This is an optimization exercise on Yosys and OpenROAD, whose aim is small area, not a production implementation.
The RTL was checked by simulation tests, not by an equivalence proof against the original design.

==> flow/config.mk <==
export PLATFORM = sky130hd
export DESIGN_NAME = velocity_step_boost_compensator_unit
export DESIGN_NICKNAME = velocity_step_boost_compensator_unit
export VERILOG_FILES = /design/flow/design.v
export SDC_FILE = /design/flow/constraint.sdc
export NUM_CORES = 4
export LEC_CHECK = 0
export ABC_AREA = 1
export CAP_MARGIN = 20
export CORE_MARGIN = 2
export CORE_UTILIZATION = 40
export SLEW_MARGIN = 20
==> flow/design.v <==
package vsbc_pkg;
  localparam logic [1:0] REG_SPEED_LIMIT = 2'd0;
  localparam logic [1:0] REG_OFFSET_X    = 2'd1;
  localparam logic [1:0] REG_OFFSET_Y    = 2'd2;
  localparam logic [12:0] SPEED_LIMIT_RST = 13'd1229;
  localparam logic [4:0] LEFT_SHORT = 5'd7;
  localparam logic [4:0] LEFT_LONG  = 5'd19;
  function automatic logic [19:0] add20(input logic [19:0] a, input logic [19:0] b,
                                        input logic ci);
    logic c;
    c = ci;
    for (int i = 0; i < 20; i++) begin
      add20[i] = a[i] ^ b[i] ^ c;
      c        = (a[i] & b[i]) | (c & (a[i] ^ b[i]));
    end
  endfunction
  function automatic logic neg20(input logic [19:0] a, input logic [19:0] b,
                                 input logic ci);
    logic c;
    c = ci;
    for (int i = 0; i < 19; i++) begin
      c = (a[i] & b[i]) | (c & (a[i] | b[i]));
    end
    neg20 = a[19] ^ b[19] ^ ((a[19] & b[19]) | (c & (a[19] | b[19])));
  endfunction
  function automatic logic [14:0] mag27(input logic [12:0] lim);
    logic [2:0]  r;
    logic [11:0] q;
    logic [3:0]  r10;
    logic [4:0]  t;
    logic [19:0] q3, s1;
    r = 3'd0;
    for (int i = 11; i >= 0; i--) begin
      q[i] = (r > 3'd2) || (r == 3'd2 && lim[i+1]);
      case ({r, lim[i+1]})
        4'b0000: r = 3'd0; 4'b0001: r = 3'd1; 4'b0010: r = 3'd2; 4'b0011: r = 3'd3;
        4'b0100: r = 3'd4; 4'b0101: r = 3'd0; 4'b0110: r = 3'd1; 4'b0111: r = 3'd2;
        4'b1000: r = 3'd3; 4'b1001: r = 3'd4; default: r = 3'bxxx;
      endcase
    end
    r10 = {r, lim[0]};
    case (r10)
      4'd0: t = 5'd0;  4'd1: t = 5'd2;  4'd2: t = 5'd5;  4'd3: t = 5'd8;  4'd4: t = 5'd10;
      4'd5: t = 5'd13; 4'd6: t = 5'd16; 4'd7: t = 5'd18; 4'd8: t = 5'd21; 4'd9: t = 5'd24;
      default: t = 5'bxxxxx;
    endcase
    q3 = add20({7'd0, q, 1'b0}, {8'd0, q}, 1'b0);           
    s1 = add20(q3, {15'd0, t}, 1'b0);                       
    mag27 = 15'(add20({q3[16:0], 3'b000}, s1, 1'b0));       
  endfunction
  function automatic logic [14:0] level(input logic [12:0] lim, input logic [15:0] off);
    logic [15:0] ab;
    logic        big;
    logic [13:0] c5;
    logic [12:0] coef;
    logic [11:0] u;
    logic [24:0] p;
    ab   = off[15] ? 16'(-off) : off;
    big  = |ab[15:11];
    c5   = {1'b0, ab[10:0], 2'b0} + {3'b0, ab[10:0]};
    coef = (big || c5 >= {1'b0, lim}) ? lim : c5[12:0];
    u    = coef[12] ? coef[11:0] : 12'(-coef[11:0]);
    p    = 25'(lim) * 25'(u);
    level[14]   = coef[12] && (coef[11:0] != 12'd0);
    level[13:0] = (coef == 13'd0) ? {lim, 1'b0} : p[24:11];
  endfunction
endpackage
module vsbc_cfg (
  input  logic               clk_i,
  input  logic               rst_ni,
  input  logic               psel,
  input  logic               penable,
  input  logic               pwrite,
  input  logic [3:0]         paddr,
  input  logic [31:0]        pwdata,
  output logic [31:0]        prdata,
  output logic               pready,
  output logic [12:0]        limit_o,
  output logic signed [15:0] off_x_o,
  output logic signed [15:0] off_y_o,
  output logic [14:0]        mag27_o,
  output logic        [14:0] lvl_x_o,   
  output logic        [14:0] lvl_y_o
);
  logic        [12:0] limit_q;
  logic signed [15:0] offx_q, offy_q;
  logic        [14:0] mag27_q;
  logic        [14:0] lvlx_q, lvly_q, pend_q;
  logic        [12:0] lim_stg_q;
  logic               lim_acc_q;   
  logic        [1:0]  wrote_q;   
  logic               wr_en, use_x;
  logic        [12:0] lim_in;
  logic        [15:0] off_in;
  logic        [14:0] lvl;
  assign pready = 1'b1;
  assign wr_en  = psel & penable & pwrite;
  always_ff @(posedge clk_i or negedge rst_ni) begin
    if (!rst_ni) begin
      limit_q <= vsbc_pkg::SPEED_LIMIT_RST;
      offx_q  <= '0;
      offy_q  <= '0;
    end else if (wr_en) begin
      case (paddr[3:2])
        vsbc_pkg::REG_SPEED_LIMIT: limit_q <= pwdata[12:0];
        vsbc_pkg::REG_OFFSET_X:    offx_q  <= pwdata[15:0];
        vsbc_pkg::REG_OFFSET_Y:    offy_q  <= pwdata[15:0];
        default: ;
      endcase
    end
  end
  always_comb begin
    case (paddr[3:2])
      vsbc_pkg::REG_SPEED_LIMIT: prdata = {19'd0, limit_q};
      vsbc_pkg::REG_OFFSET_X:    prdata = {{16{offx_q[15]}}, offx_q};
      vsbc_pkg::REG_OFFSET_Y:    prdata = {{16{offy_q[15]}}, offy_q};
      default:                   prdata = '0;
    endcase
  end
  always_ff @(posedge clk_i or negedge rst_ni) begin
    if (!rst_ni) begin
      wrote_q <= 2'd1;
    end else begin
      wrote_q <= wr_en ? paddr[3:2] + 2'd1 : 2'd0;
    end
  end
  always_ff @(posedge clk_i) begin
    mag27_q <= vsbc_pkg::mag27(limit_q);
  end
  assign use_x  = (wrote_q == 2'd1) || (wrote_q == 2'd2);
  assign lim_in = lim_acc_q ? lim_stg_q : limit_q;
  assign off_in = use_x ? offx_q : offy_q;
  assign lvl    = vsbc_pkg::level(lim_in, off_in);
  always_ff @(posedge clk_i or negedge rst_ni) begin
    if (!rst_ni) begin
      lim_acc_q <= 1'b0;
    end else begin
      lim_acc_q <= psel && !penable && pwrite && (paddr[3:2] == vsbc_pkg::REG_SPEED_LIMIT);
    end
  end
  always_ff @(posedge clk_i) begin
    lim_stg_q <= pwdata[12:0];
    pend_q    <= lvl;
    if (use_x) begin
      lvlx_q <= lvl;
    end
    if (wrote_q == 2'd1) begin
      lvly_q <= pend_q;
    end else if (!lim_acc_q && !use_x) begin
      lvly_q <= lvl;
    end
  end
  assign limit_o = limit_q;
  assign off_x_o = offx_q;
  assign off_y_o = offy_q;
  assign mag27_o = mag27_q;
  assign lvl_x_o = lvlx_q;
  assign lvl_y_o = lvly_q;
endmodule
module vsbc_axis (
  input  logic               clk_i,
  input  logic               rst_ni,
  input  logic               adv_i,
  input  logic               comp_i,
  input  logic signed [15:0] cmd_i,
  input  logic        [12:0] limit_i,
  input  logic        [15:0] nlim2_i,   
  input  logic        [19:0] lim6m_i,   
  input  logic signed [15:0] off_i,
  input  logic        [14:0] mag27_i,
  input  logic        [15:0] nmag27_i,  
  input  logic        [14:0] lvl_i,     
  output logic signed [15:0] out_o,
  output logic               boost_o
);
  logic signed [15:0] prev_q;
  logic               on_q;
  logic        [4:0]  left_q;
  logic        [19:0] diff, d5, lim4;
  logic        [16:0] sum;
  logic               hit, short_jump, up, same_sign, at_2lim, start, cont;
  logic        [15:0] lim2, nlvl, new_level, sat_sum, next_prev;
  always_comb begin
    diff = vsbc_pkg::add20({{4{cmd_i[15]}}, cmd_i}, ~{{4{prev_q[15]}}, prev_q}, 1'b1);
    d5   = vsbc_pkg::add20({diff[17:0], 2'b00}, diff, 1'b0);
    lim4 = {5'd0, limit_i, 2'b00};
    up   = !diff[16] && (diff[16:0] != 17'd0);
    hit        = !vsbc_pkg::neg20(d5, ~lim4, 1'b0) || vsbc_pkg::neg20(d5, lim4, 1'b0);
    short_jump = vsbc_pkg::neg20(d5, ~lim6m_i, 1'b0) && !vsbc_pkg::neg20(d5, lim6m_i, 1'b0);
    lim2    = {2'b0, limit_i, 1'b0};
    at_2lim = prev_q == (prev_q[15] ? nlim2_i : lim2);
    start   = !on_q && !at_2lim && hit;
    cont    = on_q && (left_q != 5'd0);
    same_sign = ((cmd_i > 0) && (off_i > 0)) || ((cmd_i < 0) && (off_i < 0));
    nlvl      = vsbc_pkg::add20(~{6'd0, lvl_i[13:0]}, 20'd0, 1'b1);
    if (short_jump) begin
      new_level = up ? lim2 : nlim2_i;
    end else if (same_sign) begin
      new_level = up ? {1'b0, mag27_i} : nmag27_i;
    end else begin
      new_level = (up ^ lvl_i[14]) ? {2'b0, lvl_i[13:0]} : nlvl;
    end
    sum     = vsbc_pkg::add20({{4{cmd_i[15]}}, cmd_i},
                              comp_i ? {{4{off_i[15]}}, off_i} : 20'd0, 1'b0);
    sat_sum = (sum[16] != sum[15]) ? (sum[16] ? 16'h8000 : 16'h7fff) : sum[15:0];
    next_prev = start ? new_level : sat_sum;
  end
  always_ff @(posedge clk_i or negedge rst_ni) begin
    if (!rst_ni) begin
      prev_q <= '0;
      on_q   <= 1'b0;
    end else if (adv_i) begin
      on_q <= start || cont;
      if (!cont) begin
        prev_q <= next_prev;
      end
    end
  end
  always_ff @(posedge clk_i) begin
    if (adv_i) begin
      left_q <= start ? (short_jump ? vsbc_pkg::LEFT_SHORT : vsbc_pkg::LEFT_LONG) : left_q - 5'd1;
    end
  end
  assign out_o   = prev_q;
  assign boost_o = on_q;
endmodule
module velocity_step_boost_compensator_unit #(
  parameter int FRAC_BITS = 12
) (
  input  logic               clk_i,
  input  logic               rst_ni,
  input  logic               psel,
  input  logic               penable,
  input  logic               pwrite,
  input  logic [3:0]         paddr,
  input  logic [31:0]        pwdata,
  output logic [31:0]        prdata,
  output logic               pready,
  input  logic               in_valid_i,
  output logic               in_stall_o,
  input  logic signed [15:0] vel_x_i,
  input  logic signed [15:0] vel_y_i,
  output logic               out_valid_o,
  input  logic               out_stall_i,
  output logic signed [15:0] shaped_x_o,
  output logic signed [15:0] shaped_y_o,
  output logic               boosting_x_o,
  output logic               boosting_y_o
);
  logic        [12:0] limit;
  logic signed [15:0] off_x, off_y;
  logic        [14:0] mag27;
  logic        [14:0] lvl_x, lvl_y;
  logic        [15:0] nlim2, nmag27;
  logic        [19:0] lim6, lim6m;
  logic               in_vld_q, out_vld_q;
  logic signed [15:0] vel_x_q, vel_y_q;
  logic        [2:0]  phase_q;
  logic               adv, take_in, comp;
  vsbc_cfg u_cfg (
    .clk_i   (clk_i),
    .rst_ni  (rst_ni),
    .psel    (psel),
    .penable (penable),
    .pwrite  (pwrite),
    .paddr   (paddr),
    .pwdata  (pwdata),
    .prdata  (prdata),
    .pready  (pready),
    .limit_o (limit),
    .off_x_o (off_x),
    .off_y_o (off_y),
    .mag27_o (mag27),
    .lvl_x_o (lvl_x),
    .lvl_y_o (lvl_y)
  );
  assign nlim2  = vsbc_pkg::add20(~{6'd0, limit, 1'b0}, 20'd0, 1'b1);
  assign lim6   = vsbc_pkg::add20({5'd0, limit, 2'b0}, {6'd0, limit, 1'b0}, 1'b0);
  assign lim6m  = vsbc_pkg::add20(lim6, 20'hfffff, 1'b0);
  assign nmag27 = vsbc_pkg::add20(~{5'd0, mag27}, 20'd0, 1'b1);
  assign adv        = in_vld_q && (!out_vld_q || !out_stall_i);
  assign in_stall_o = in_vld_q && !adv;
  assign take_in    = in_valid_i && !in_stall_o;
  assign comp = phase_q[2] && (phase_q[1] || phase_q[0]);
  always_ff @(posedge clk_i or negedge rst_ni) begin
    if (!rst_ni) begin
      in_vld_q  <= 1'b0;
      out_vld_q <= 1'b0;
      phase_q   <= '0;
    end else begin
      if (take_in) begin
        in_vld_q <= 1'b1;
      end else if (adv) begin
        in_vld_q <= 1'b0;
      end
      if (adv) begin
        out_vld_q <= 1'b1;
        phase_q   <= (phase_q[2] && phase_q[1]) ? 3'd0 : phase_q + 3'd1;
      end else if (!out_stall_i) begin
        out_vld_q <= 1'b0;
      end
    end
  end
  always_ff @(posedge clk_i) begin
    if (take_in) begin
      vel_x_q <= vel_x_i;
      vel_y_q <= vel_y_i;
    end
  end
  vsbc_axis u_axis_x (
    .clk_i   (clk_i),
    .rst_ni  (rst_ni),
    .adv_i   (adv),
    .comp_i  (comp),
    .cmd_i   (vel_x_q),
    .limit_i (limit),
    .nlim2_i (nlim2),
    .lim6m_i (lim6m),
    .off_i   (off_x),
    .mag27_i (mag27),
    .nmag27_i(nmag27),
    .lvl_i   (lvl_x),
    .out_o   (shaped_x_o),
    .boost_o (boosting_x_o)
  );
  vsbc_axis u_axis_y (
    .clk_i   (clk_i),
    .rst_ni  (rst_ni),
    .adv_i   (adv),
    .comp_i  (comp),
    .cmd_i   (vel_y_q),
    .limit_i (limit),
    .nlim2_i (nlim2),
    .lim6m_i (lim6m),
    .off_i   (off_y),
    .mag27_i (mag27),
    .nmag27_i(nmag27),
    .lvl_i   (lvl_y),
    .out_o   (shaped_y_o),
    .boost_o (boosting_y_o)
  );
  assign out_valid_o = out_vld_q;
endmodule
==> flow/flow/run.sh <==
#!/bin/bash
# Standard layout, with the port buffers made from the smallest buffer cell.
set -o pipefail
export BUFFER_PORTS_ARGS="-buffer_cell sky130_fd_sc_hd__buf_1"
bash standard.sh 2>&1 | tee standard.log
==> flow/standard.sh <==
#!/bin/bash
# synth_recipe.tcl (not shown) runs the flow's synth.tcl, then flattens the netlist and writes it again
# the make line also repeats each setting of config.mk as NAME=value (left out here)
make -C /OpenROAD-flow-scripts/flow DESIGN_CONFIG=/design/flow/config.mk WORK_HOME=/design/flow/orfs CLKGATE_MAP_FILE= SYNTH_SCRIPT=/design/flow/synth_recipe.tcl "${@:-finish}"
==> flow/constraint.sdc <==
create_clock -name core_clock -period 14.0 [get_ports {clk_i}]
set_input_delay 2.8000 -clock core_clock [delete_from_list [all_inputs] [get_ports {clk_i}]]
set_output_delay 2.8000 -clock core_clock [all_outputs]
set_load 0.01 [all_outputs]
==> run_results.csv, run 1 <==
group,metric,value,unit
outcome,outcome,"finished clean",
min_path,hold_path_class,"flip-flop to flip-flop",
drt,vias,21200,
cts,clock_sinks,202,
synth,synthesis.nets,3726,
sta,setup_viol,0,
cells_and_area,nFillCells,6165,
global_route,gr-total-overflow,0,
cells_and_area,syn2layout_area_growth,8.13,%
synth,ys_seq_area_frac,0.217,
cts,cts_buffers,26,
global_route,grt_pass1_wl,118,mm
critical_path,slowest_delay,0.88,ns
sta,slew_headroom,0.248,
critical_path,critPathTopFamily,"adder cells",
sta,period_needed,11.82,ns
critical_path,cp_num_buf_inv,6,
cells_and_area,drive_gt1_frac,0.0412,
synth,syn_area,0.0240,mm2
sta,fin_tns_setup,0,ns
cts,cts_hold_buf,0,
global_route,antenna_found_initial,1,
synth,synth_edf_count,72,
drt,viasPerCell,5.20,
flow_run,maxCapViolCount,0,
drt,drt_iter0_drc,1754,
synth,netlist-cell-type-count,56,
cells_and_area,final_nets,3789,
global_route,grt_max_degree,52,
floorplanning,initial_core_util,0.406,
drt,ant_nets,0,
cts,cts-root-buf,"clkbuf_16",
cts,cts.clk_slew.worst_paths,0.06,ns
critical_path,critical_path_class,"flip-flop to flip-flop",
cts,cts_resized,0,
cts,htree_levels,1,
cells_and_area,multi_input_area,0.0159,mm2
global_route,grt_use_total,0.246,
floorplanning,coreArea,0.0592,mm2
sta,finClkSkew,0.0116,ns
synth,avgSynthCellArea,7.48,um2
cts,clock_latency,0.55,ns
critical_path,worst_path_max_delay_cell,"xor2_1",
place,dp_hpwl,61.2,mm
sta,drv_slew,0,
global_route,grt_pass1_vias,20600,
cts,cts_tree,"built",
synth,synth.ff_latch_count,202,
critical_path,cp.required,14.30,ns
drt,wl_per_cell,18.8,um
critical_path,cp_max_fo,33,
cts,clock_path_buffers,3,
synth,synthFlopType,"dfrtp_1",
floorplanning,die_area,0.0621,mm2
drt,first_pass_iters,6,
floorplanning,die_y,249,um
drt,drcViolationCount,0,
critical_path,cp-start-kind,"flip-flop",
drt,wirelength,76.4,mm
cells_and_area,n_antenna_cell,0,
sta,post-route-period-util,0.844,
synth,syn_inst,3215,
sta,grt_setup_unrepaired,"no",
critical_path,cp.arrival,12.12,ns
cts,cts_setup_buffers,0,
sta,finalHoldViolCount,0,
floorplanning,io_pins,144,
floorplanning,chipWidth,249,um
floorplanning,fp-row-count,89,
synth,ys_async_sr_fraction,0.431,
synth,ys.warnings.count,3,
sta,timing.fmax,84.6,MHz
sta,worst_pin_slew,1.12,ns
place,io_buffer_count,124,
critical_path,crit_path_frequent_cell,"nand2_1",
place,gp_congestion,0.937,
cells_and_area,seqCellArea,0.00521,mm2
critical_path,endpoint_kind,"flip-flop",
path summary, 6_finish.rpt:
| check | from | to | slack [ns] | depth (start not counted) |
|---|---|---|---|---|
| setup / recovery | u_cfg.wrote_q[0]$_DFF_PN1_ | u_cfg.lvly_q[13]$_DFFE_PP_ | 2.18 | 47 |
| hold / removal | u_cfg.pend_q[12]$_DFF_P_ | u_cfg.lvly_q[12]$_DFFE_PP_ | 0.50 | 2 |
| setup reg to reg | u_cfg.wrote_q[0]$_DFF_PN1_ | u_cfg.lvly_q[13]$_DFFE_PP_ | 2.18 | 47 |
| hold reg to reg | u_cfg.pend_q[12]$_DFF_P_ | u_cfg.lvly_q[12]$_DFFE_PP_ | 0.50 | 2 |
| max in group asynchronous | rst_ni | u_cfg.offx_q[4]$_DFFE_PN0P_ | 10.55 | 2 |
| min in group asynchronous | rst_ni | phase_q[0]$_DFFE_PN0P_ | 2.31 | 1 |
metrics by stage:
stage	hold WS (ns)	cells	cell area, um2	util	worst slack [ns]
2_1_floorplan	0.466	3215	24000	-	3.48
3_3_place_gp	0.483	4023	25200	0.425	2.16
3_5_place_dp	0.487	4023	25200	0.425	2.16
4_1_cts	0.496	4071	26000	0.439	2.13
5_1_grt	0.517	4071	26000	0.439	1.26
6_report	0.497	4071	26000	0.439	2.18
worst register-to-register path, delay by kind of cell, from the launching register on:
kind / cells / cell delay (ns)
flops: 1 / 0.52
compound gates: 8 / 2.31
fa+ha+maj: 10 / 4.60
simple gates: 21 / 2.38
xor+xnor: 2 / 1.01
buf+inv: 6 / 0.73
flip-flops by register name, indices dropped and copies added (netlist names), 2 cells and up:
name	cells
u_cfg.lvlx_q	15
u_cfg.offy_q	16
u_cfg.pend_q	15
vel_x_q	16
u_cfg.mag27_q	15
u_cfg.lvly_q	15
u_axis_y.prev_q	16
u_cfg.offx_q	16
u_cfg.lim_stg_q	13
u_axis_y.left_q	5
u_cfg.limit_q	13
vel_y_q	16
u_axis_x.prev_q	16
u_cfg.wrote_q	2
u_axis_x.left_q	5
phase_q	3
kinds of logic after synthesis:
group	after synthesis	synth area share
buffers and inverters	747	0.121
and+or+nand+nor	1218	0.209
adders and majority gates	436	0.303
xor gates and xnor gates	54	0.0197
other	1	0.000156
AOI/OAI and AO/OA	557	0.131
DFF	202	0.217
final cells by class:
class | instances | area share
clock inverter | 9 | 0.00318
sequential | 202 | 0.200
multi-input combinational | 2266 | 0.613
clock buffer | 39 | 0.0289
tap | 773 | 0.0372
timing repair buffer | 152 | 0.0261
inverter | 630 | 0.0909
cells in the final DEF, fill, tap and decap left out, drive strengths merged, types with 23 or more instances in the layout:
master  instances
buf           151
nand2         851
o22ai          65
xor2           41
inv           618
nor3           23
fa            244
a21oi         106
edfxtp         72
nand3          86
ha            192
nor2          174
clkbuf         40
dfxtp          43
o211ai         46
nand4          31
dfrtp          80
o21ai         291
nor4           23
cell usage after synthesis (all sizes together) (65+ instances only):
master	count	share of area
nand2	851	0.13
inv	615	0.096
o21ai	291	0.062
fa	244	0.20
ha	192	0.10
nor2	174	0.029
a21oi	106	0.022
nand3	86	0.019
clkbuf	85	0.013
dfrtp	80	0.083
edfxtp	72	0.090
o22ai	65	0.017
layer usage:
| layer | global-route usage | vias up | routed length, um |
|---|---|---|---|
| met4 | 0.0921 | 0 | 3030 |
| met2 | 0.389 | 705 | 33800 |
| met1 | 0.345 | 10000 | 34200 |
| met5 | 0 | - | 0 |
| li1 | - | 10300 | - |
| met3 | 0.0280 | 138 | 5310 |
==> run 2, diff against run 1 <==
==> flow/run.sh (new file) <==
#!/bin/bash
# synth_recipe.tcl (not shown) runs the flow's synth.tcl, then flattens the netlist and writes it again
# the make line also repeats each setting of config.mk as NAME=value (left out here)
make -C /OpenROAD-flow-scripts/flow DESIGN_CONFIG=/design/flow/config.mk WORK_HOME=/design/flow/orfs CLKGATE_MAP_FILE= SYNTH_SCRIPT=/design/flow/synth_recipe.tcl finish
removed: flow/flow/run.sh
removed: flow/standard.sh
==> run_results.csv, run 2 <==
group,metric,value,unit
outcome,outcome,"finished clean",
synth,synth_fa_ha_area_frac,0.303,
place,place_inst,4023,
cts,cts.clk_slew.worst_paths,0.06,ns
synth,synth_xor_area_frac,0.0197,
cts,htree_levels,1,
synth,syn_area,0.0240,mm2
critical_path,cp.required,14.30,ns
cts,cts_hold_buf,0,
synth,ys.warnings.count,3,
cts,cts_resized,0,
critical_path,crit_path_frequent_cell,"nand2_1",
global_route,gr-total-overflow,0,
critical_path,worst_path_max_delay_cell,"xor2_1",
cells_and_area,nFillCells,6114,
cts,clock_latency,0.57,ns
drt,wirelength,76.8,mm
synth,synthMuxAreaShare,0,
cts,cts-root-buf,"clkbuf_16",
sta,setup_viol,0,
sta,period_needed,11.97,ns
critical_path,cp-start-kind,"flip-flop",
floorplanning,die_y,249,um
cts,cts_tree,"built",
synth,synthesis.nets,3726,
place,gp_congestion,0.964,
synth,synth.ff_latch_count,202,
floorplanning,coreArea,0.0592,mm2
synth,netlist-cell-type-count,56,
synth,avgSynthCellArea,7.48,um2
cells_and_area,final_common_cell,"nand2_1",
drt,viasPerCell,5.20,
critical_path,cp.arrival,12.26,ns
floorplanning,die_area,0.0621,mm2
synth,ys_async_sr_fraction,0.431,
sta,drv_slew,0,
cts,clock_sinks,202,
drt,drt_iter0_drc,1672,
critical_path,cp_max_fo,33,
sta,finClkSkew,0.0352,ns
global_route,grt_max_degree,76,
synth,synth_commonest_cells,"nand2_1 (843), inv_1 (600), o21ai_0 (250), fa_1 (244), ha_1 (192)",
synth,ys_seq_area_frac,0.217,
synth,syn_inst,3215,
global_route,grt_pass1_vias,20400,
place,dp_hpwl,61.7,mm
synth,ys_top_cells_by_area,"fa_1 (20%), nand2_1 (13%), ha_1 (10%)",
cells_and_area,instances_no_fill,4072,
sta,worst_pin_slew,1.14,ns
cts,clock_path_buffers,3,
floorplanning,initial_core_util,0.406,
sta,post-route-period-util,0.855,
min_path,hold_path_class,"flip-flop to flip-flop",
drt,drcViolationCount,0,
synth,synthFlopType,"dfrtp_1",
drt,vias,21200,
synth,synth_compound_area_frac,0.131,
cts,cts_setup_buffers,0,
cells_and_area,layout_common_cells,"nand2_1 (843), inv_1 (600), o21ai_0 (249), fa_1 (244), ha_1 (192)",
flow_run,maxCapViolCount,0,
synth,synth_most_common_cell,"nand2_1",
synth,synth_edf_count,72,
floorplanning,fp-row-count,89,
critical_path,endpoint_kind,"flip-flop",
synth,synth_top_family_by_area,"adder cells",
synth,synth_top_area_share,0.203,
drt,first_pass_iters,5,
cells_and_area,drive_gt1_frac,0.0428,
place,io_buffer_count,124,
floorplanning,chipWidth,249,um
critical_path,r2r_slack,2.03,ns
synth,yosysTopAreaCell,"fa_1",
sta,slew_headroom,0.238,
global_route,grt_pass1_wl,119,mm
floorplanning,io_pins,144,
critical_path,cp_num_buf_inv,6,
cells_and_area,final_nets,3789,
cts,cts_buffers,26,
synth,synthSimpleGateAreaFrac,0.209,
sta,finalHoldViolCount,0,
cells_and_area,syn2layout_area_growth,11.6,%
global_route,grt_use_total,0.246,
global_route,antenna_found_initial,0,
critical_path,critical_path_class,"flip-flop to flip-flop",
critical_path,critPathTopFamily,"adder cells",
drt,ant_nets,0,
sta,fin_tns_setup,0,ns
sta,grt_setup_unrepaired,"no",
drt,wl_per_cell,18.9,um
sta,timing.fmax,83.6,MHz
critical_path,slowest_delay,0.89,ns
-- run 2: cell families (layout without fill, tap and decap cells) --
| kind of cell | count (synthesis) | count (layout) |
|---|---|---|
| other | 1 | 2 |
| DFF | 202 | 202 |
| and+or+nand+nor | 1218 | 1218 |
| xor gates and xnor gates | 54 | 54 |
| AOI/OAI and AO/OA | 557 | 557 |
| buffers and inverters | 747 | 830 |
| adders and majority gates | 436 | 436 |
-- run 2: worst paths after layout --
kind                                             end  cells past startpoint                       start
max                        u_cfg.lvly_q[8]$_DFFE_PP_                     50  u_cfg.wrote_q[0]$_DFF_PN1_
min                        u_cfg.lvly_q[9]$_DFFE_PP_                      2     u_cfg.pend_q[9]$_DFF_P_
max reg2reg                u_cfg.lvly_q[8]$_DFFE_PP_                     50  u_cfg.wrote_q[0]$_DFF_PN1_
min reg2reg                u_cfg.lvly_q[9]$_DFFE_PP_                      2     u_cfg.pend_q[9]$_DFF_P_
max in group asynchronous  u_cfg.lim_acc_q$_DFF_PN0_                      2                      rst_ni
min in group asynchronous     phase_q[0]$_DFFE_PN0P_                      1                      rst_ni
-- run 2: worst reg2reg max path: cells and delay by family, from the launching register on --
| family | cells | cell delay, ns |
|---|---|---|
| buf+inv | 6 | 0.49 |
| compound gates | 8 | 1.66 |
| fa+ha+maj | 11 | 4.71 |
| simple gates | 23 | 3.30 |
| xor+xnor | 2 | 1.04 |
| flops | 1 | 0.52 |
-- run 2: layer usage --
metal	GRT usage	vias up	wire length, um
li1	-	10300	-
met2	0.393	681	34300
met3	0.0320	125	5640
met1	0.344	10100	34200
met4	0.0800	0	2690
met5	0	-	0
-- run 2: through the flow --
step	hold slack [ns]	instance area [um2]	util	worst slack, ns
floorplan	0.466	24000	-	3.48
global placement	0.481	25900	0.438	2.21
detailed placement	0.485	25900	0.438	2.18
CTS	0.494	26800	0.453	2.14
global route	0.516	26800	0.453	1.19
finish	0.488	26800	0.453	2.03
-- run 2: cell type report --
| cell class | count | area (um2) | share of cell area |
|---|---|---|---|
| flip-flops and latches | 202 | 5210 | 0.194 |
| clock inverters | 18 | 204 | 0.00760 |
| multi-input cells | 2266 | 16000 | 0.594 |
| well taps | 773 | 967 | 0.0360 |
| repair buffers | 152 | 1450 | 0.0541 |
| clock buffers | 30 | 687 | 0.0256 |
| diodes | 1 | 2.50 | 0.0000932 |
| inverters | 630 | 2360 | 0.0881 |
==> run 3, diff against run 2 <==
--- a/flow/design.v
+++ b/flow/design.v
@@ -49,19 +49,64 @@
     mag27 = 15'(add20({q3[16:0], 3'b000}, s1, 1'b0));       
   endfunction
-  function automatic logic [14:0] level(input logic [12:0] lim, input logic [15:0] off);
-    logic [15:0] ab;
-    logic        big;
-    logic [13:0] c5;
-    logic [12:0] coef;
-    logic [11:0] u;
+  function automatic logic ge20(input logic [19:0] a, input logic [19:0] b, input logic ci);
+    logic c;
+    c = ci;
+    for (int i = 0; i < 20; i++) begin
+      c = (a[i] & ~b[i]) | (c & (a[i] | ~b[i]));
+    end
+    ge20 = c;
+  endfunction
+  function automatic logic [13:0] level_a(input logic [12:0] lim, input logic [15:0] off);
+    logic        n, big, sel, sl, sc, s, ci;
+    logic [15:0] e;
+    logic [19:0] c5, u;
+    logic [11:0] x;
+    n   = off[15];
+    e   = off ^ {16{n}};
+    big = (|e[14:11]) || (n && (&e[10:0]));
+    c5  = add20({7'd0, e[10:0], n, n}, {9'd0, e[10:0]}, n);
+    sel = big || ge20(c5, {7'd0, lim}, n);
+    sl  = lim[12] && (lim[11:0] != 12'd0);
+    sc  = c5[12] && ((c5[11:0] != 12'd0) || n);
+    if (sel) begin
+      x  = lim[11:0];
+      s  = sl;
+      ci = !sl;
+      level_a[13] = lim == 13'd0;
+    end else begin
+      x  = c5[11:0];
+      s  = sc;
+      ci = !(sc ^ n);
+      level_a[13] = !n && (e[10:0] == 11'd0);
+    end
+    u = add20({8'd0, x ^ {12{!s}}}, 20'd0, ci);
+    level_a[12]   = s;
+    level_a[11:0] = u[11:0];
+  endfunction
+  function automatic logic [24:0] mul(input logic [12:0] a, input logic [11:0] b);
+    logic [24:0] s, c, pp, ns, nc;
+    logic        cy;
+    s = 25'(a & {13{b[0]}});
+    c = '0;
+    for (int j = 1; j < 12; j++) begin
+      pp = 25'(a & {13{b[j]}}) << j;
+      for (int i = 0; i < 25; i++) begin
+        ns[i] = s[i] ^ c[i] ^ pp[i];
+        nc[i] = (s[i] & c[i]) | (pp[i] & (s[i] ^ c[i]));
+      end
+      s = ns;
+      c = nc << 1;
+    end
+    cy = 1'b0;
+    for (int i = 0; i < 25; i++) begin
+      mul[i] = s[i] ^ c[i] ^ cy;
+      cy     = (s[i] & c[i]) | (cy & (s[i] ^ c[i]));
+    end
+  endfunction
+  function automatic logic [14:0] level_b(input logic [12:0] lim, input logic [13:0] zsu);
     logic [24:0] p;
-    ab   = off[15] ? 16'(-off) : off;
-    big  = |ab[15:11];
-    c5   = {1'b0, ab[10:0], 2'b0} + {3'b0, ab[10:0]};
-    coef = (big || c5 >= {1'b0, lim}) ? lim : c5[12:0];
-    u    = coef[12] ? coef[11:0] : 12'(-coef[11:0]);
-    p    = 25'(lim) * 25'(u);
-    level[14]   = coef[12] && (coef[11:0] != 12'd0);
-    level[13:0] = (coef == 13'd0) ? {lim, 1'b0} : p[24:11];
+    p = mul(lim, zsu[11:0]);
+    level_b[14]   = zsu[12];
+    level_b[13:0] = zsu[13] ? {lim, 1'b0} : p[24:11];
   endfunction
 endpackage
@@ -80,20 +125,23 @@
   output logic signed [15:0] off_y_o,
   output logic [14:0]        mag27_o,
-  output logic        [14:0] lvl_x_o,   
-  output logic        [14:0] lvl_y_o
+  output logic [14:0]        lvl_x_o,   
+  output logic [14:0]        lvl_y_o
 );
+  localparam logic [14:0] LVL_RST = {1'b0, 14'd2458};
   logic        [12:0] limit_q;
   logic signed [15:0] offx_q, offy_q;
   logic        [14:0] mag27_q;
   logic        [14:0] lvlx_q, lvly_q, pend_q;
-  logic        [12:0] lim_stg_q;
-  logic               lim_acc_q;   
+  logic        [15:0] wdat_q;    
+  logic        [13:0] zsu_q;     
+  logic        [1:0]  acc_q;     
   logic        [1:0]  wrote_q;   
-  logic               wr_en, use_x;
-  logic        [12:0] lim_in;
-  logic        [15:0] off_in;
+  logic               wr_en, setup_wr;
+  logic        [12:0] lim_a, lim_b;
+  logic        [15:0] off_a;
   logic        [14:0] lvl;
-  assign pready = 1'b1;
-  assign wr_en  = psel & penable & pwrite;
+  assign pready   = 1'b1;
+  assign wr_en    = psel & penable & pwrite;
+  assign setup_wr = psel & !penable & pwrite;
   always_ff @(posedge clk_i or negedge rst_ni) begin
     if (!rst_ni) begin
@@ -120,6 +168,8 @@
   always_ff @(posedge clk_i or negedge rst_ni) begin
     if (!rst_ni) begin
-      wrote_q <= 2'd1;
+      acc_q   <= 2'd0;
+      wrote_q <= 2'd0;
     end else begin
+      acc_q   <= setup_wr ? paddr[3:2] + 2'd1 : 2'd0;
       wrote_q <= wr_en ? paddr[3:2] + 2'd1 : 2'd0;
     end
@@ -128,25 +178,40 @@
     mag27_q <= vsbc_pkg::mag27(limit_q);
   end
-  assign use_x  = (wrote_q == 2'd1) || (wrote_q == 2'd2);
-  assign lim_in = lim_acc_q ? lim_stg_q : limit_q;
-  assign off_in = use_x ? offx_q : offy_q;
-  assign lvl    = vsbc_pkg::level(lim_in, off_in);
-  always_ff @(posedge clk_i or negedge rst_ni) begin
-    if (!rst_ni) begin
-      lim_acc_q <= 1'b0;
+  always_comb begin
+    if (setup_wr && paddr[3:2] == vsbc_pkg::REG_SPEED_LIMIT) begin
+      lim_a = pwdata[12:0];
+    end else if (acc_q == 2'd1) begin
+      lim_a = wdat_q[12:0];
+    end else begin
+      lim_a = limit_q;
+    end
+    if (acc_q == 2'd1) begin
+      off_a = offx_q;
+    end else if (acc_q[1]) begin
+      off_a = wdat_q;
     end else begin
-      lim_acc_q <= psel && !penable && pwrite && (paddr[3:2] == vsbc_pkg::REG_SPEED_LIMIT);
+      off_a = offy_q;
     end
   end
+  assign lim_b = (acc_q == 2'd1) ? wdat_q[12:0] : limit_q;
+  assign lvl   = vsbc_pkg::level_b(lim_b, zsu_q);
   always_ff @(posedge clk_i) begin
-    lim_stg_q <= pwdata[12:0];
-    pend_q    <= lvl;
-    if (use_x) begin
-      lvlx_q <= lvl;
-    end
-    if (wrote_q == 2'd1) begin
-      lvly_q <= pend_q;
-    end else if (!lim_acc_q && !use_x) begin
-      lvly_q <= lvl;
+    wdat_q <= pwdata[15:0];
+    zsu_q  <= vsbc_pkg::level_a(lim_a, off_a);
+    pend_q <= lvl;
+  end
+  always_ff @(posedge clk_i or negedge rst_ni) begin
+    if (!rst_ni) begin
+      lvlx_q <= LVL_RST;
+      lvly_q <= LVL_RST;
+    end else begin
+      if (wrote_q == 2'd1 || wrote_q == 2'd2) begin
+        lvlx_q <= lvl;
+      end
+      if (wrote_q == 2'd1) begin
+        lvly_q <= pend_q;
+      end else if (wrote_q == 2'd3) begin
+        lvly_q <= lvl;
+      end
     end
   end
==> run_results.csv, run 3 <==
group,metric,value,unit
drt,ant_nets,0,
cts,cts_resized,0,
synth,ys.warnings.count,3,
place,dp_hpwl,62.3,mm
sta,slew_headroom,0.313,
sta,finClkSkew,0.0178,ns
synth,ys_async_sr_fraction,0.536,
floorplanning,fp-row-count,89,
critical_path,critPathTopFamily,"adder cells",
floorplanning,die_area,0.0609,mm2
synth,synth_edf_count,42,
drt,vias,20600,
critical_path,cp-start-kind,"flip-flop",
global_route,antenna_found_initial,5,
synth,synth_commonest_cells,"nand2_1 (748), inv_1 (530), fa_1 (265), o21ai_0 (240), nor2_1 (193)",
floorplanning,chipWidth,247,um
global_route,grt_pass1_wl,118,mm
synth,avgSynthCellArea,7.75,um2
drt,first_pass_iters,8,
flow_run,maxCapViolCount,0,
cells_and_area,utilization,0.449,
critical_path,cp.required,14.44,ns
synth,yosysTopAreaCell,"fa_1",
critical_path,cp_num_buf_inv,10,
global_route,grt_use_total,0.255,
floorplanning,die_y,247,um
synth,netlist-cell-type-count,56,
cells_and_area,final_common_cell,"nand2_1",
cts,cts_buffers,27,
drt,drcViolationCount,0,
synth,ys_seq_area_frac,0.231,
cells_and_area,stdcell_area,0.0263,mm2
synth,syn_area,0.0236,mm2
place,dpl_cell_area,0.0254,mm2
synth,synthesis.nets,3529,
sta,setup_viol,0,
sta,period_needed,12.73,ns
critical_path,cp.arrival,13.18,ns
cells_and_area,syn2layout_area_growth,11.6,%
synth,synth_xor_area_frac,0.0152,
outcome,outcome,"finished clean",
critical_path,slowest_delay,0.90,ns
cts,cts_setup_buffers,0,
floorplanning,coreArea,0.0587,mm2
sta,drv_slew,0,
synth,synth.ff_latch_count,220,
floorplanning,initial_core_util,0.402,
synth,synthFlopType,"dfrtp_1",
synth,synthSimpleGateAreaFrac,0.214,
sta,finalHoldViolCount,0,
critical_path,endpoint_kind,"flip-flop",
drt,drt_iter0_drc,1724,
global_route,gr-total-overflow,0,
critical_path,worst_path_max_delay_cell,"o21ai_1",
drt,wirelength,76.9,mm
floorplanning,io_pins,144,
place,gp_congestion,1.00,
cts,clock_path_buffers,3,
synth,synth_most_common_cell,"nand2_1",
cells_and_area,final_nets,3586,
synth,synth_fa_ha_area_frac,0.301,
cts,clock_latency,0.59,ns
synth,synth_top_family_by_area,"adder cells",
global_route,grt_max_degree,72,
synth,synth_compound_area_frac,0.123,
critical_path,crit_path_frequent_cell,"fa_1",
synth,syn_inst,3045,
cells_and_area,drive_gt1_frac,0.0576,
sta,post-route-period-util,0.910,
critical_path,cp_max_fo,23,
place,io_buffer_count,124,
synth,ys_top_cells_by_area,"fa_1 (22%), nand2_1 (12%), dfrtp_1 (11%)",
cts,cts.clk_slew.worst_paths,0.06,ns
sta,timing.fmax,78.5,MHz
sta,setup_ws,1.27,ns
drt,wl_per_cell,19.7,um
sta,grt_setup_unrepaired,"no",
cells_and_area,nFillCells,5861,
cells_and_area,layout_common_cells,"nand2_1 (748), inv_1 (530), fa_1 (265), o21ai_0 (240), nor2_1 (192)",
sta,fin_tns_setup,0,ns
drt,viasPerCell,5.28,
cts,clock_sinks,220,
global_route,grt_pass1_vias,20500,
cts,cts-root-buf,"clkbuf_16",
place,dp_slack,1.10,ns
critical_path,critical_path_class,"flip-flop to flip-flop",
sta,worst_pin_slew,1.02,ns
cts,htree_levels,1,
cts,cts_tree,"built",
cts,cts_hold_buf,0,
min_path,hold_path_class,"flip-flop to flip-flop",
synth,synthMuxAreaShare,0,
synth,synth_top_area_share,0.225,
-- run 3: area by class of cell --
cell class,instances,area (um2),share of cell area
Clock buffer,41,821,0.0312
Timing Repair Buffer,154,1470,0.0559
Multi-Input combinational cell,2134,15400,0.585
Inverter,565,2120,0.0806
Sequential cell,220,5440,0.207
Antenna cell,1,2.50,0.0000950
Clock inverter,9,93.8,0.00356
Tap cell,773,967,0.0367
-- run 3: path summary, 6_finish.rpt --
| path | slack [ns] | start | endpoint | cells after the start |
|---|---|---|---|---|
| setup / recovery | 1.27 | u_cfg.acc_q[1]$_DFF_PN0_ | u_cfg.lvly_q[12]$_DFFE_PN0P_ | 40 |
| hold / removal | 0.42 | u_cfg.zsu_q[12]$_DFF_P_ | u_cfg.pend_q[14]$_DFF_P_ | 0 |
| setup reg to reg | 1.27 | u_cfg.acc_q[1]$_DFF_PN0_ | u_cfg.lvly_q[12]$_DFFE_PN0P_ | 40 |
| hold reg to reg | 0.42 | u_cfg.zsu_q[12]$_DFF_P_ | u_cfg.pend_q[14]$_DFF_P_ | 0 |
| max in group asynchronous | 10.59 | rst_ni | u_cfg.lvly_q[5]$_DFFE_PN0P_ | 2 |
| min in group asynchronous | 2.24 | rst_ni | u_cfg.offx_q[13]$_DFFE_PN0P_ | 1 |
-- run 3: metal layers --
metal | up-vias | part of all wire | wire (um) | track usage
met5 | - | 0 | 0 | 0
met4 | 0 | 0.036 | 2730 | 0.0840
met3 | 124 | 0.081 | 6200 | 0.0445
met2 | 746 | 0.47 | 36000 | 0.423
met1 | 9940 | 0.42 | 32000 | 0.337
li1 | 9770 | - | - | -
-- run 3: through the flow --
step / cells / hold slack [ns]
after floorplan: 3045 / 0.351
after global placement: 3845 / 0.421
after detailed placement: 3845 / 0.428
after CTS: 3895 / 0.420
after global routing: 3896 / 0.435
final: 3897 / 0.419
-- run 3: kinds of logic after synthesis --
group           Yosys count
fa+ha+maj               409
compound gates          500
buf+inv                 691
flops                   220
xor+xnor                 41
other cells               1
simple gates           1183
-- run 3: worst reg2reg max path: cells and delay by family (launching register included) --
kind | cells | cell delay, ns
DFF | 1 | 0.35
AOI/OAI and AO/OA | 5 | 2.01
buffers and inverters | 10 | 0.81
and+or+nand+nor | 2 | 0.41
adders and majority gates | 23 | 9.03
==> run 4, diff against run 3 <==
--- a/flow/design.v
+++ b/flow/design.v
@@ -234,5 +234,4 @@
   input  logic signed [15:0] off_i,
   input  logic        [14:0] mag27_i,
-  input  logic        [15:0] nmag27_i,  
   input  logic        [14:0] lvl_i,     
   output logic signed [15:0] out_o,
@@ -242,15 +241,18 @@
   logic               on_q;
   logic        [4:0]  left_q;
-  logic        [19:0] diff, d5, lim4;
+  logic        [19:0] diff, d5, lim4, nmag;
   logic        [16:0] sum;
-  logic               hit, short_jump, up, same_sign, at_2lim, start, cont;
-  logic        [15:0] lim2, nlvl, new_level, sat_sum, next_prev;
+  logic               big, hit, short_jump, up, same_sign, at_2lim, start, cont, pos;
+  logic        [14:0] mag;
+  logic        [15:0] lim2, new_level, sat_sum, next_prev;
   always_comb begin
     diff = vsbc_pkg::add20({{4{cmd_i[15]}}, cmd_i}, ~{{4{prev_q[15]}}, prev_q}, 1'b1);
-    d5   = vsbc_pkg::add20({diff[17:0], 2'b00}, diff, 1'b0);
+    big  = (diff[16:14] != 3'b000) && (diff[16:14] != 3'b111);
+    d5   = vsbc_pkg::add20({{3{diff[14]}}, diff[14:0], 2'b00}, {{5{diff[14]}}, diff[14:0]}, 1'b0);
+    d5   = {{2{d5[17]}}, d5[17:0]};
     lim4 = {5'd0, limit_i, 2'b00};
     up   = !diff[16] && (diff[16:0] != 17'd0);
-    hit        = !vsbc_pkg::neg20(d5, ~lim4, 1'b0) || vsbc_pkg::neg20(d5, lim4, 1'b0);
-    short_jump = vsbc_pkg::neg20(d5, ~lim6m_i, 1'b0) && !vsbc_pkg::neg20(d5, lim6m_i, 1'b0);
+    hit        = big || !vsbc_pkg::neg20(d5, ~lim4, 1'b0) || vsbc_pkg::neg20(d5, lim4, 1'b0);
+    short_jump = !big && vsbc_pkg::neg20(d5, ~lim6m_i, 1'b0) && !vsbc_pkg::neg20(d5, lim6m_i, 1'b0);
     lim2    = {2'b0, limit_i, 1'b0};
     at_2lim = prev_q == (prev_q[15] ? nlim2_i : lim2);
@@ -258,11 +260,11 @@
     cont    = on_q && (left_q != 5'd0);
     same_sign = ((cmd_i > 0) && (off_i > 0)) || ((cmd_i < 0) && (off_i < 0));
-    nlvl      = vsbc_pkg::add20(~{6'd0, lvl_i[13:0]}, 20'd0, 1'b1);
+    mag  = same_sign ? mag27_i : {1'b0, lvl_i[13:0]};
+    pos  = same_sign ? up : (up ^ lvl_i[14]);
+    nmag = vsbc_pkg::add20(~{5'd0, mag}, 20'd0, 1'b1);
     if (short_jump) begin
       new_level = up ? lim2 : nlim2_i;
-    end else if (same_sign) begin
-      new_level = up ? {1'b0, mag27_i} : nmag27_i;
     end else begin
-      new_level = (up ^ lvl_i[14]) ? {2'b0, lvl_i[13:0]} : nlvl;
+      new_level = pos ? {1'b0, mag} : nmag[15:0];
     end
     sum     = vsbc_pkg::add20({{4{cmd_i[15]}}, cmd_i},
@@ -317,5 +319,5 @@
   logic        [14:0] mag27;
   logic        [14:0] lvl_x, lvl_y;
-  logic        [15:0] nlim2, nmag27;
+  logic        [15:0] nlim2;
   logic        [19:0] lim6, lim6m;
   logic               in_vld_q, out_vld_q;
@@ -343,5 +345,4 @@
   assign lim6   = vsbc_pkg::add20({5'd0, limit, 2'b0}, {6'd0, limit, 1'b0}, 1'b0);
   assign lim6m  = vsbc_pkg::add20(lim6, 20'hfffff, 1'b0);
-  assign nmag27 = vsbc_pkg::add20(~{5'd0, mag27}, 20'd0, 1'b1);
   assign adv        = in_vld_q && (!out_vld_q || !out_stall_i);
   assign in_stall_o = in_vld_q && !adv;
@@ -384,5 +385,4 @@
     .off_i   (off_x),
     .mag27_i (mag27),
-    .nmag27_i(nmag27),
     .lvl_i   (lvl_x),
     .out_o   (shaped_x_o),
@@ -400,5 +400,4 @@
     .off_i   (off_y),
     .mag27_i (mag27),
-    .nmag27_i(nmag27),
     .lvl_i   (lvl_y),
     .out_o   (shaped_y_o),
==> flow/flow/run.sh (new file) <==
#!/bin/bash
# Standard layout, except: the port buffers are the smallest buffer cell, and
# the clock tree uses smaller clock buffers and no dummy loads.
set -o pipefail
export BUFFER_PORTS_ARGS="-buffer_cell sky130_fd_sc_hd__buf_1"
export CTS_ARGS="-sink_clustering_enable -repair_clock_nets -dont_use_dummy_load -buf_list {sky130_fd_sc_hd__clkbuf_4 sky130_fd_sc_hd__clkbuf_8}"
bash standard.sh 2>&1 | tee standard.log
==> flow/standard.sh (new file) <==
#!/bin/bash
# synth_recipe.tcl (not shown) runs the flow's synth.tcl, then flattens the netlist and writes it again
# the make line also repeats each setting of config.mk as NAME=value (left out here)
make -C /OpenROAD-flow-scripts/flow DESIGN_CONFIG=/design/flow/config.mk WORK_HOME=/design/flow/orfs CLKGATE_MAP_FILE= SYNTH_SCRIPT=/design/flow/synth_recipe.tcl "${@:-finish}"
removed: flow/run.sh
==> run_results.csv, run 4 <==
group,metric,value,unit
cts,htree_levels,2,
synth,yosysTopAreaCell,"fa_1",
place,io_buffer_count,124,
synth,ys_async_sr_fraction,0.536,
cts,cts_tree,"built",
place,dpl_cell_area,0.0239,mm2
critical_path,slowest_delay,0.74,ns
critical_path,crit_path_frequent_cell,"fa_1",
critical_path,cp_max_fo,41,
sta,drv_slew,0,
flow_run,maxCapViolCount,0,
critical_path,worst_path_max_delay_cell,"o21ai_1",
place,dp_hpwl,61.7,mm
critical_path,r2r_slack,1.50,ns
floorplanning,io_pins,144,
sta,finClkSkew,0.110,ns
global_route,grt_pass1_wl,116,mm
critical_path,endpoint_kind,"flip-flop",
synth,synth_commonest_cells,"nand2_1 (709), inv_1 (499), fa_1 (251), o21ai_0 (248), nor2_1 (210)",
floorplanning,fp-row-count,87,
drt,ant_nets,0,
global_route,gr-total-overflow,0,
sta,fin_tns_setup,0,ns
sta,finalHoldViolCount,0,
cts,cts_setup_buffers,0,
critical_path,cp-start-kind,"flip-flop",
cells_and_area,layout_common_cells,"nand2_1 (709), inv_1 (499), fa_1 (251), o21ai_0 (243), nor2_1 (209)",
synth,synth_top_area_share,0.220,
cells_and_area,n_antenna_cell,0,
sta,slew_headroom,0.278,
cts,cts_resized,0,
cts,clock_sinks,220,
synth,syn_inst,2958,
synth,netlist-cell-type-count,62,
cells_and_area,drive_gt1_frac,0.0637,
synth,synthFlopType,"dfrtp_1",
global_route,grt_pass1_vias,19800,
cts,cts_buffers,41,
synth,avgSynthCellArea,7.71,um2
synth,synthesis.nets,3416,
critical_path,critical_path_class,"flip-flop to flip-flop",
critical_path,critPathLaunch,"u_cfg.acc_q[1]$_DFF_PN0_",
sta,post-route-period-util,0.893,
drt,viasPerCell,5.28,
synth,synth_edf_count,42,
critical_path,critPathTopFamily,"adder cells",
global_route,grt_use_total,0.257,
min_path,hold_path_class,"flip-flop to flip-flop",
synth,synth_most_common_cell,"nand2_1",
synth,synth.ff_latch_count,220,
cts,cts_hold_buf,0,
sta,timing.fmax,80.0,MHz
floorplanning,die_area,0.0589,mm2
cells_and_area,final_nets,3490,
floorplanning,initial_core_util,0.404,
drt,drcViolationCount,0,
synth,ys.warnings.count,3,
critical_path,cp_num_buf_inv,9,
synth,syn_area,0.0228,mm2
synth,ys_top_cells_by_area,"fa_1 (22%), nand2_1 (12%), dfrtp_1 (11%)",
place,gp_congestion,0.963,
synth,ys_seq_area_frac,0.238,
drt,vias,20000,
sta,worst_pin_slew,1.08,ns
floorplanning,coreArea,0.0564,mm2
cells_and_area,final_common_cell,"nand2_1",
drt,wirelength,76.2,mm
critical_path,worstReg2RegStart,"u_cfg.acc_q[1]$_DFF_PN0_",
floorplanning,die_y,243,um
outcome,outcome,"finished clean",
cts,clock_latency,0.65,ns
cts,cts-root-buf,"clkbuf_8",
drt,wl_per_cell,20.1,um
global_route,antenna_found_initial,8,
cells_and_area,syn2layout_area_growth,7.15,%
sta,grt_setup_unrepaired,"no",
critical_path,cp.required,14.39,ns
drt,drt_iter0_drc,1763,
drt,first_pass_iters,6,
cts,cts.clk_slew.worst_paths,0.05,ns
cells_and_area,stdcell_area,0.0244,mm2
cts,clock_path_buffers,3,
global_route,grt_max_degree,80,
min_path,holdCritStartpoint,"u_cfg.zsu_q[12]$_DFF_P_",
floorplanning,chipWidth,243,um
critical_path,cp.arrival,12.89,ns
sta,period_needed,12.50,ns
sta,setup_viol,0,
==> run 4: area by class of cell <==
class                      count  area [um2]
inverter                     526        1980
timing repair buffer         158         728
fill                        5840       31900
sequential                   220        5440
tap                          756         946
clock buffer                  41         564
multi-input combinational   2085       14800
==> run 4: kinds of logic after synthesis <==
logic type	count (synthesis)	synth area share
AOI/OAI and AO/OA	496	0.124
xor gates and xnor gates	42	0.0161
adders and majority gates	383	0.293
buffers and inverters	653	0.114
DFF	220	0.238
other	1	0.000164
and+or+nand+nor	1163	0.215
==> run 4: path summary, 6_finish.rpt <==
check	endpoint	depth (start not counted)
max	u_cfg.lvlx_q[12]$_DFFE_PN0P_	37
min	u_cfg.pend_q[14]$_DFF_P_	0
max reg2reg	u_cfg.lvlx_q[12]$_DFFE_PN0P_	37
min reg2reg	u_cfg.pend_q[14]$_DFF_P_	0
max in group asynchronous	u_axis_y.prev_q[4]$_DFFE_PN0P_	3
min in group asynchronous	u_cfg.limit_q[12]$_DFFE_PN0P_	2
==> run 4: routing by layer <==
metal  vias up  GRT usage  routed length [um]
li1       9467          -                   -
met1      9694      0.334               32200
met2       679      0.428               35700
met3       148     0.0530                5790
met4        12     0.0819                2400
met5         -          0                  80
==> run 4: through the flow <==
stage          setup WS [ns]  cells  utilization  hold WS [ns]
6_report                1.50   3786        0.433         0.387
5_1_grt                0.973   3786        0.433         0.396
4_1_cts                 1.45   3786        0.433         0.387
3_5_place_dp            1.45   3745        0.423         0.376
3_3_place_gp            1.59   3745        0.423         0.376
2_1_floorplan           2.23   2958            -         0.351
==> run 5, diff against run 4 <==
==> flow/flow/run.sh (replaced) <==
#!/bin/bash
# The standard layout (standard.sh), with three changes:
#  - synthesis uses an area-oriented abc script (flow/abc_area.script) in place
#    of ORFS's abc_area.script; everything else in synthesis is ORFS's own
#    scripts, copied unchanged;
#  - the port buffers are the smallest buffer cell;
#  - clock tree synthesis leaves out dummy loads.
set -o pipefail
here=$(pwd)
mkdir -p "$here/scripts"
cp -r "$FLOW_HOME/scripts/." "$here/scripts/"
cp "$here/flow/abc_area.script" "$here/scripts/abc_area.script"

SCRIPTS_DIR="$here/scripts" bash standard.sh synth 2>&1 | tee synth.log || exit 1

export BUFFER_PORTS_ARGS="-buffer_cell sky130_fd_sc_hd__buf_1"
export CTS_ARGS="-sink_clustering_enable -repair_clock_nets -dont_use_dummy_load"
bash standard.sh 2>&1 | tee standard.log
==> flow/flow/abc_area.script (new file) <==
strash
dc2
dch -f
amap
strash
dc2
dch -f
amap
topo
==> run_results.csv, run 5 <==
group,metric,value,unit
outcome,outcome,"finished clean",
floorplanning,io_pins,144,
cells_and_area,final_common_cell,"clkinv_1",
synth,ys.warnings.count,3,
cts,cts_resized,0,
cts,htree_levels,1,
critical_path,slowest_delay,0.55,ns
critical_path,rr_worst_depth,45,
critical_path,worstReg2RegStart,"u_cfg.acc_q[1]$_DFF_PN0_",
sta,setup_ws,1.52,ns
synth,avgSynthCellArea,8.96,um2
drt,drcViolationCount,0,
cts,cts_hold_buf,0,
critical_path,cp_num_buf_inv,13,
critical_path,cp_max_fo,16,
floorplanning,die_y,232,um
cells_and_area,final_nets,2951,
cts,cts-root-buf,"clkbuf_16",
cells_and_area,n_antenna_cell,0,
flow_run,maxCapViolCount,0,
global_route,grt_max_degree,71,
floorplanning,chipWidth,232,um
synth,synthesis.nets,2772,
synth,yosysTopAreaCell,"fa_1",
sta,post-route-period-util,0.891,
min_path,hold_path_class,"flip-flop to flip-flop",
sta,timing.fmax,80.1,MHz
drt,drt_iter0_drc,1671,
floorplanning,coreArea,0.0513,mm2
sta,drv_slew,0,
synth,synth_top_area_share,0.242,
global_route,gr-total-overflow,0,
cells_and_area,drive_gt1_frac,0.0377,
critical_path,r2r_slack,1.52,ns
place,dp_hpwl,58.0,mm
critical_path,cp-start-kind,"flip-flop",
drt,wirelength,71.7,mm
synth,synthFlopType,"dfrtp_1",
cts,clock_latency,0.57,ns
synth,ys_async_sr_fraction,0.536,
synth,synth_edf_count,42,
synth,syn_area,0.0207,mm2
global_route,grt_pass1_vias,18300,
cts,cts_setup_buffers,0,
drt,ant_nets,0,
sta,finalHoldViolCount,0,
drt,wl_per_cell,22.6,um
critical_path,critPathLaunch,"u_cfg.acc_q[1]$_DFF_PN0_",
cts,clock_path_buffers,3,
cts,cts.clk_slew.worst_paths,0.06,ns
floorplanning,initial_core_util,0.404,
sta,fin_tns_setup,0,ns
drt,vias,18400,
cts,clock_sinks,220,
critical_path,cp.arrival,12.96,ns
critical_path,cp.required,14.48,ns
critical_path,critical_path_class,"flip-flop to flip-flop",
floorplanning,fp-row-count,83,
place,dp_slack,1.43,ns
place,gp_congestion,0.968,
global_route,grt_use_total,0.268,
sta,hold-worst-slack,0.422,ns
sta,worst_pin_slew,1.03,ns
critical_path,endpoint_kind,"flip-flop",
cts,cts_tree,"built",
sta,finClkSkew,0.0411,ns
synth,synth_commonest_cells,"clkinv_1 (387), nor2_1 (317), fa_1 (251), o22ai_1 (179), o21ai_0 (171)",
sta,period_needed,12.48,ns
synth,ys_top_cells_by_area,"fa_1 (24%), dfrtp_1 (12%), ha_1 (8.0%)",
critical_path,critPathTopFamily,"adder cells",
floorplanning,die_area,0.0537,mm2
cts,cts_buffers,27,
cells_and_area,syn2layout_area_growth,10.8,%
synth,synth_most_common_cell,"clkinv_1",
min_path,holdCritStartpoint,"u_cfg.zsu_q[12]$_DFF_P_",
synth,netlist-cell-type-count,53,
drt,viasPerCell,5.81,
global_route,grt_pass1_wl,109,mm
synth,synth.ff_latch_count,220,
drt,first_pass_iters,6,
place,io_buffer_count,124,
synth,syn_inst,2314,
cells_and_area,layout_common_cells,"clkinv_1 (387), nor2_1 (316), fa_1 (251), o22ai_1 (179), o21ai_0 (169)",
sta,slew_headroom,0.314,
sta,grt_setup_unrepaired,"no",
min_path,holdPathEnd,"u_cfg.pend_q[14]$_DFF_P_",
global_route,antenna_found_initial,1,
min_path,hold_path_depth,0,
sta,setup_viol,0,
critical_path,r2r-end,"u_cfg.lvly_q[12]$_DFFE_PN0P_",
synth,ys_seq_area_frac,0.262,
critical_path,worst_path_max_delay_cell,"o22ai_1",
critical_path,crit_path_frequent_cell,"fa_1",
-- run 5: cell types whose count changed after synthesis, moves of 103 or more --
cell	before	now
inv_1	499	0
nor2_1	210	317
nand3_1	116	13
nand2_1	709	148
o22ai_1	72	179
clkinv_1	11	387
-- run 5: area by class of cell --
cell class	count	area, um2
clock buffer	27	676
fill	5143	28300
tap	680	851
timing repair buffer	167	812
multi-input combinational	1690	13700
sequential	220	5440
inverter	387	1450
-- run 5: how the worst max path moves through the flow --
stage,endpoint,slack (ns),cells after the start
after floorplan,u_cfg.lvly_q[12]$_DFFE_PN0P_,0.90,40
after global placement,u_cfg.lvly_q[12]$_DFFE_PN0P_,1.62,45
after detailed placement,u_cfg.lvly_q[12]$_DFFE_PN0P_,1.43,45
after CTS,u_cfg.lvly_q[12]$_DFFE_PN0P_,1.44,45
after global routing,u_cfg.lvly_q[12]$_DFFE_PN0P_,0.86,44
final,u_cfg.lvly_q[12]$_DFFE_PN0P_,1.52,45
-- run 5: worst register-to-register path: cells and delay by family (launching register included) --
family / cells / cell delay [ns]
buffers and inverters: 13 / 1.50
adders and majority gates: 23 / 8.82
DFF: 1 / 0.34
and+or+nand+nor: 3 / 0.23
AOI/OAI and AO/OA: 6 / 1.50
-- run 5: layer usage --
layer	vias to the layer above	global-route usage	part of all wire
met5	-	0	0
met4	0	0.105	0.044
met3	142	0.0374	0.078
met2	816	0.429	0.45
met1	9074	0.369	0.43
li1	8404	-	-
-- run 5: logic make-up (layout without fill, tap and decap cells) --
family                     after synthesis  count (layout)  share of synthesized area
AOI/OAI and AO/OA                      696             696                      0.212
and+or+nand+nor                        607             607                      0.126
buffers and inverters                  404             581                     0.0762
adders and majority gates              383             383                      0.322
DFF                                    220             220                      0.262
xor gates and xnor gates                 3               3                    0.00127
other                                    1               1                   0.000181
-- run 5: metrics by stage --
stage / area, um2 / utilization / cells
finish: 23000 / 0.448 / 3171
global route: 23000 / 0.448 / 3171
CTS: 22900 / 0.447 / 3170
detailed placement: 22300 / 0.434 / 3143
global placement: 22300 / 0.434 / 3143
floorplan: 20700 / - / 2314

## separate check: timing with driven ports
No port has a modelled driver above. Below, the same layouts with a new extraction and two added sets of constraints.
Step 1 assumes that a clkbuf_16 drives the clock port and a buf_2 every other input.
Step 2 times the ports against the registers' clock, not the clock port: input delays grow and output delays shrink by t, the midpoint of the rising clock arrivals with the driver on.
a / b / c = ideal / step 1 / step 2; a / b = the first two.
| run | t, ns | slack for setup (ns) | worst hold slack (ns) | worst setup path at the end |
|---|---|---|---|---|
| run 1 | 0.593 | 2.181 / 2.181 / 2.181 | 0.497 / 0.497 / 0.497 | register to register |
| run 2 | 0.609 | 2.035 / 2.035 / 2.035 | 0.488 / 0.488 / 0.488 | register to register |
| run 3 | 0.641 | 1.266 / 1.266 / 1.266 | 0.419 / 0.419 / 0.419 | register to register |
| run 4 | 0.648 | 1.503 / 1.503 / 1.503 | 0.387 / 0.387 / 0.387 | register to register |
| run 5 | 0.607 | 1.519 / 1.519 / 1.519 | 0.422 / 0.422 / 0.422 | register to register |
After both steps setup and hold are still met in every run listed.
